This design comes from an exercise in tuning for small area, a short achievable clock period and few clock cycles per item on the open sky130 flow, not from production work.
RTL that was checked went through simulation tests only; none was proved equivalent to the original.
No activity file was given, so power comes from the tool's default toggle rates.

== JK ==
==> flow/design.v <==
module vvdiv #(
    parameter int VECTOR_SIZE = 16,
    parameter int INT_SIZE    = 16
) (
    input  logic                                  clock,
    input  logic                                  resetn,
    input  logic                                  in_valid,
    output logic                                  in_ready,
    input  logic [VECTOR_SIZE-1:0][INT_SIZE-1:0]  a,
    input  logic [VECTOR_SIZE-1:0][INT_SIZE-1:0]  x,
    output logic                                  out_valid,
    input  logic                                  out_ready,
    output logic [VECTOR_SIZE-1:0][INT_SIZE-1:0]  q,
    output logic [VECTOR_SIZE-1:0][INT_SIZE-1:0]  r,
    output logic [VECTOR_SIZE-1:0]                dz
);
    localparam int ITERS      = 1;
    localparam int LOAD_ITERS = 1;
    localparam int STEPS      = (INT_SIZE - LOAD_ITERS) / ITERS;
    localparam int CW         = $clog2(STEPS + 1);
    logic          busy;
    logic [CW-1:0] cnt;
    logic [VECTOR_SIZE-1:0][INT_SIZE-1:0] xr, rm, qa;
    assign in_ready = !busy && (!out_valid || out_ready);
    always_ff @(posedge clock or negedge resetn) begin
        if (!resetn) begin
            busy      <= 1'b0;
            cnt       <= '0;
            out_valid <= 1'b0;
        end else if (busy) begin
            cnt <= cnt - 1'b1;
            if (cnt == CW'(1)) begin
                busy      <= 1'b0;
                out_valid <= 1'b1;
            end
        end else if (in_ready) begin
            busy      <= in_valid;
            cnt       <= CW'(STEPS);
            out_valid <= 1'b0;
        end
    end
    for (genvar i = 0; i < VECTOR_SIZE; i++) begin : g_lane
        logic [INT_SIZE-1:0] rem_ld, qa_ld, rem_it, qa_it;
        always_comb begin
            logic [INT_SIZE:0] trial, diff;
            rem_ld = '0;
            qa_ld  = a[i];
            for (int k = 0; k < LOAD_ITERS; k++) begin
                trial  = {rem_ld, qa_ld[INT_SIZE-1]};
                diff   = trial - {1'b0, x[i]};
                rem_ld = diff[INT_SIZE] ? trial[INT_SIZE-1:0] : diff[INT_SIZE-1:0];
                qa_ld  = {qa_ld[INT_SIZE-2:0], ~diff[INT_SIZE]};
            end
            rem_it = rm[i];
            qa_it  = qa[i];
            for (int k = 0; k < ITERS; k++) begin
                trial  = {rem_it, qa_it[INT_SIZE-1]};
                diff   = trial - {1'b0, xr[i]};
                rem_it = diff[INT_SIZE] ? trial[INT_SIZE-1:0] : diff[INT_SIZE-1:0];
                qa_it  = {qa_it[INT_SIZE-2:0], ~diff[INT_SIZE]};
            end
        end
        always_ff @(posedge clock) begin
            if (busy) begin
                rm[i] <= rem_it;
                qa[i] <= qa_it;
            end else if (in_ready) begin
                xr[i] <= x[i];
                rm[i] <= rem_ld;
                qa[i] <= qa_ld;
            end
        end
        assign q[i]  = qa[i];
        assign r[i]  = rm[i];
        assign dz[i] = xr[i] == '0;
    end
endmodule
clock: 8.0 ns
lec_check: 0
cap_margin: 20
core_margin: 2
core_utilization: 40
slew_margin: 20
run.sh (not shown) runs the stock make flow with config.mk's settings and CLKGATE_MAP_FILE= SYNTH_SCRIPT=/design/flow/synth_recipe.tcl, a recipe that flattens the netlist after the stock synthesis.
JK ended with every stage complete and zero timing, DRC or antenna violations.
Testbench counts of JK, summed over its fixed seeds: cycles 4,104, items 256.
> inputs changed (JK -> MS)
--- a/flow/design.v
+++ b/flow/design.v
@@ -18,41 +18,45 @@
     localparam int LOAD_ITERS = 1;
     localparam int STEPS      = (INT_SIZE - LOAD_ITERS) / ITERS;
     localparam int CW         = $clog2(STEPS + 1);
     logic          busy;
     logic [CW-1:0] cnt;
     logic [VECTOR_SIZE-1:0][INT_SIZE-1:0] xr, rm, qa;
-    assign in_ready = !busy && (!out_valid || out_ready);
+    assign in_ready = !busy && !out_valid;
     always_ff @(posedge clock or negedge resetn) begin
         if (!resetn) begin
             busy      <= 1'b0;
             cnt       <= '0;
             out_valid <= 1'b0;
         end else if (busy) begin
             cnt <= cnt - 1'b1;
             if (cnt == CW'(1)) begin
                 busy      <= 1'b0;
                 out_valid <= 1'b1;
             end
-        end else if (in_ready) begin
+        end else if (out_valid) begin
+            if (out_ready) out_valid <= 1'b0;
+        end else begin
             busy      <= in_valid;
             cnt       <= CW'(STEPS);
             out_valid <= 1'b0;
         end
     end
     for (genvar i = 0; i < VECTOR_SIZE; i++) begin : g_lane
         logic [INT_SIZE-1:0] rem_ld, qa_ld, rem_it, qa_it;
         always_comb begin
             logic [INT_SIZE:0] trial, diff;
             rem_ld = '0;
             qa_ld  = a[i];
             for (int k = 0; k < LOAD_ITERS; k++) begin
+                logic ge;
                 trial  = {rem_ld, qa_ld[INT_SIZE-1]};
+                ge     = (x[i] >> (k + 1)) == '0 && trial[LOAD_ITERS:0] >= {1'b0, x[i][LOAD_ITERS-1:0]};
                 diff   = trial - {1'b0, x[i]};
-                rem_ld = diff[INT_SIZE] ? trial[INT_SIZE-1:0] : diff[INT_SIZE-1:0];
-                qa_ld  = {qa_ld[INT_SIZE-2:0], ~diff[INT_SIZE]};
+                rem_ld = ge ? INT_SIZE'(diff[LOAD_ITERS-1:0]) : trial[INT_SIZE-1:0];
+                qa_ld  = {qa_ld[INT_SIZE-2:0], ge};
             end
             rem_it = rm[i];
             qa_it  = qa[i];
             for (int k = 0; k < ITERS; k++) begin
                 trial  = {rem_it, qa_it[INT_SIZE-1]};
                 diff   = trial - {1'b0, xr[i]};
Notes after the runs:
| number of violations reported at the end of detailed-routing iteration 0 | MS vs JK | worse |. MS: part of the total power dissipated in the clock network 0.8 points below JK. MS and JK ended up with nearly the same width of the chip. MS: per-cell routed wire length 3.3% above JK. Total design power | MS above JK. In the flow results for MS and JK, the critical path depth is larger on JK. Wire length of the first global-routing pass went up slightly going from JK to MS.
No functional check of the RTL was part of MS.


Setup of pine:
vvdiv, a different RTL version from the one above (not shown whole).
Size in the first run: about 5900 cells after synthesis, roughly 790 flip-flops, roughly 1000 I/O pins, ~0.047 mm² of cells after synthesis.
==> module vvdiv, before the edit <==
module vvdiv #(
    parameter int VECTOR_SIZE = 16,
    parameter int INT_SIZE    = 16
) (
    input  logic                                  clock,
    input  logic                                  resetn,
    input  logic                                  in_valid,
    output logic                                  in_ready,
    input  logic [VECTOR_SIZE-1:0][INT_SIZE-1:0]  a,
    input  logic [VECTOR_SIZE-1:0][INT_SIZE-1:0]  x,
    output logic                                  out_valid,
    input  logic                                  out_ready,
    output logic [VECTOR_SIZE-1:0][INT_SIZE-1:0]  q,
    output logic [VECTOR_SIZE-1:0][INT_SIZE-1:0]  r,
    output logic [VECTOR_SIZE-1:0]                dz
);
    localparam int ITERS      = 1;
    localparam int LOAD_ITERS = 2;
    localparam int STEPS      = (INT_SIZE - LOAD_ITERS) / ITERS;
    localparam int CW         = $clog2(STEPS + 1);
    logic          busy;
    logic [CW-1:0] cnt;
    logic [VECTOR_SIZE-1:0][INT_SIZE-1:0] xr, rm, qa;
    logic [VECTOR_SIZE-1:0] zr;
    logic idle;
    assign in_ready = idle;
    always_ff @(posedge clock or negedge resetn) begin
        if (!resetn) begin
            idle      <= 1'b1;
            busy      <= 1'b0;
            cnt       <= '0;
            out_valid <= 1'b0;
        end else if (busy) begin
            cnt <= cnt - 1'b1;
            if (cnt == CW'(1)) begin
                busy      <= 1'b0;
                out_valid <= 1'b1;
            end
        end else if (out_valid) begin
            if (out_ready) begin
                out_valid <= 1'b0;
                idle      <= 1'b1;
            end
        end else if (in_valid) begin
            idle <= 1'b0;
            busy <= 1'b1;
            cnt  <= CW'(STEPS);
        end
    end
    task automatic step(input logic [INT_SIZE-1:0] rv, input logic b,
                        input logic [INT_SIZE-1:0] xv,
                        output logic ge, output logic [INT_SIZE-1:0] rn);
        logic [INT_SIZE-1:0] t, g, p, c;
        t = {rv[INT_SIZE-2:0], b};
        g = t & ~xv;
        p = t | ~xv;
        g[0] = t[0] | ~xv[0];
        for (int l = 0; (1 << l) < INT_SIZE; l++) begin
            for (int j = 0; j < INT_SIZE; j++) begin
                if ((j >> l) & 1) begin
                    g[j] = g[j] | (p[j] & g[((j >> l) << l) - 1]);
                    p[j] = p[j] & p[((j >> l) << l) - 1];
                end
            end
        end
        c  = {g[INT_SIZE-2:0], 1'b1};
        ge = rv[INT_SIZE-1] | g[INT_SIZE-1];
        rn = ge ? (t ^ ~xv ^ c) : t;
    endtask
    for (genvar i = 0; i < VECTOR_SIZE; i++) begin : g_lane
        logic [INT_SIZE-1:0] rem_ld, qa_ld, rem_it, qa_it;
        always_comb begin
            logic [LOAD_ITERS-1:0] top, xs, qs, rs;
            top = a[i][INT_SIZE-1 -: LOAD_ITERS];
            xs  = x[i][LOAD_ITERS-1:0];
            qs  = xs == '0 ? '1 : top / xs;
            rs  = xs == '0 ? top : top % xs;
            if ((x[i] >> LOAD_ITERS) != '0) begin
                qs = '0;
                rs = top;
            end
            rem_ld = INT_SIZE'(rs);
            qa_ld  = {a[i][INT_SIZE-LOAD_ITERS-1:0], qs};
            rem_it = rm[i];
            qa_it  = qa[i];
            for (int k = 0; k < ITERS; k++) begin
                logic ge;
                step(rem_it, qa_it[INT_SIZE-1], xr[i], ge, rem_it);
                qa_it = {qa_it[INT_SIZE-2:0], ge};
            end
        end
        always_ff @(posedge clock) begin
            if (busy) begin
                rm[i] <= rem_it;
                qa[i] <= qa_it;
            end else if (idle) begin
                xr[i] <= x[i];
                zr[i] <= x[i] == '0;
                rm[i] <= rem_ld;
                qa[i] <= qa_ld;
            end
        end
        assign q[i]  = qa[i];
        assign r[i]  = rm[i];
        assign dz[i] = zr[i];
    end
endmodule
export LEC_CHECK = 0
export ABC_AREA = 1
export CAP_MARGIN = 20
export CORE_MARGIN = 2
export CORE_UTILIZATION = 40
export SETUP_SLACK_MARGIN = 5.0
export SLEW_MARGIN = 20
create_clock -name core_clock -period 8.0 [get_ports {clock}]
standard.sh (not shown) runs the stock make flow with config.mk's settings and CLKGATE_MAP_FILE= SYNTH_SCRIPT=/design/flow/synth_recipe.tcl, a recipe that flattens the netlist after the stock synthesis.
==> flow/flow/run.sh <==
#!/bin/bash
# The standard layout, with plain buffers on the ports instead of the delay
# buffers buffer_ports picks by default. Every port still gets its own buffer.
set -euo pipefail
export ADDER_MAP_FILE=
export BUFFER_PORTS_ARGS="-buffer_cell sky130_fd_sc_hd__buf_1"
bash standard.sh > standard.log 2>&1
Testbench counts of pine, summed over its fixed seeds: cycles 4,096, items 256.
Input changes introduced in cedar (baseline for comparison: pine):
--- a/flow/design.v
+++ b/flow/design.v
@@ -13,11 +13,11 @@
     output logic [VECTOR_SIZE-1:0][INT_SIZE-1:0]  q,
     output logic [VECTOR_SIZE-1:0][INT_SIZE-1:0]  r,
     output logic [VECTOR_SIZE-1:0]                dz
 );
     localparam int ITERS      = 1;
-    localparam int LOAD_ITERS = 2;
+    localparam int LOAD_ITERS = 4;
     localparam int STEPS      = (INT_SIZE - LOAD_ITERS) / ITERS;
     localparam int CW         = $clog2(STEPS + 1);
     logic          busy;
     logic [CW-1:0] cnt;
     logic [VECTOR_SIZE-1:0][INT_SIZE-1:0] xr, rm, qa;
[summary]
cedar completed end to end with timing, DRC and antenna clean.
Comparing pine with cedar, the initial standard-cell utilization of the core came out essentially unchanged.
Die area, cedar and pine: smaller value in pine
When cedar is set beside pine, its sequential-to-total area share from yosys stat turns out to be 1.3 points smaller.
Number of buffers inserted by post-CTS setup repair: cedar > pine
Taking pine as the reference, in cedar total via count after detailed routing increased by 4414 relative to the old numbers; largest incremental delay on the critical path decreased by 0.37 ns relative to the old numbers; worst hold slack after final layout increased by 0.012 ns relative to the old numbers.
Comparing the two runs side by side, cedar comes out behind pine on final wirelength.
Area of the core: cedar vs pine up 3.0%
pine → cedar: aggregate global-route resource usage moved up, synthesized cell count grew by 1.8%, utilization has increased, setup slack went down 0.20 ns.
No functional check of the RTL was part of cedar.

## static timing again, ports no longer ideal
The results above use ideal ports. As a check the final layouts listed here were re-extracted and re-timed, cells and wires unchanged. Step 1: set_driving_cell puts a clkbuf_16 on clock and a buf_2 on each other input, an assumption about the parent block. Step 2, shift: input delay + t, output delay - t, t = (earliest + latest rising clock arrival at the registers) / 2. This alone moves slack from input paths to output paths. a / b / c = no drivers / after step 1 / after step 2; a / b = the first two.
run | t (ns) | setup slack, ns | worst setup path at the end | worst slew at a driven data input, ns | cell pins on the clock port's net
JK | 0.756 | 3.086 / 3.063 / 3.063 | input to output | 0.16 | 1
MS | 0.750 | 3.360 / 3.284 / 3.768 | register to register | 0.21 | 1
pine | 0.728 | 4.975 / 4.900 / 4.476 | input to register | 0.18 | 1
cedar | 0.774 | 4.773 / 4.767 / 3.993 | input to register | 0.23 | 1
After both steps setup and hold are still met in every run listed. The setup slack of cedar, which loses most, moves by -0.006 ns with the drivers and by -0.780 ns with both steps.
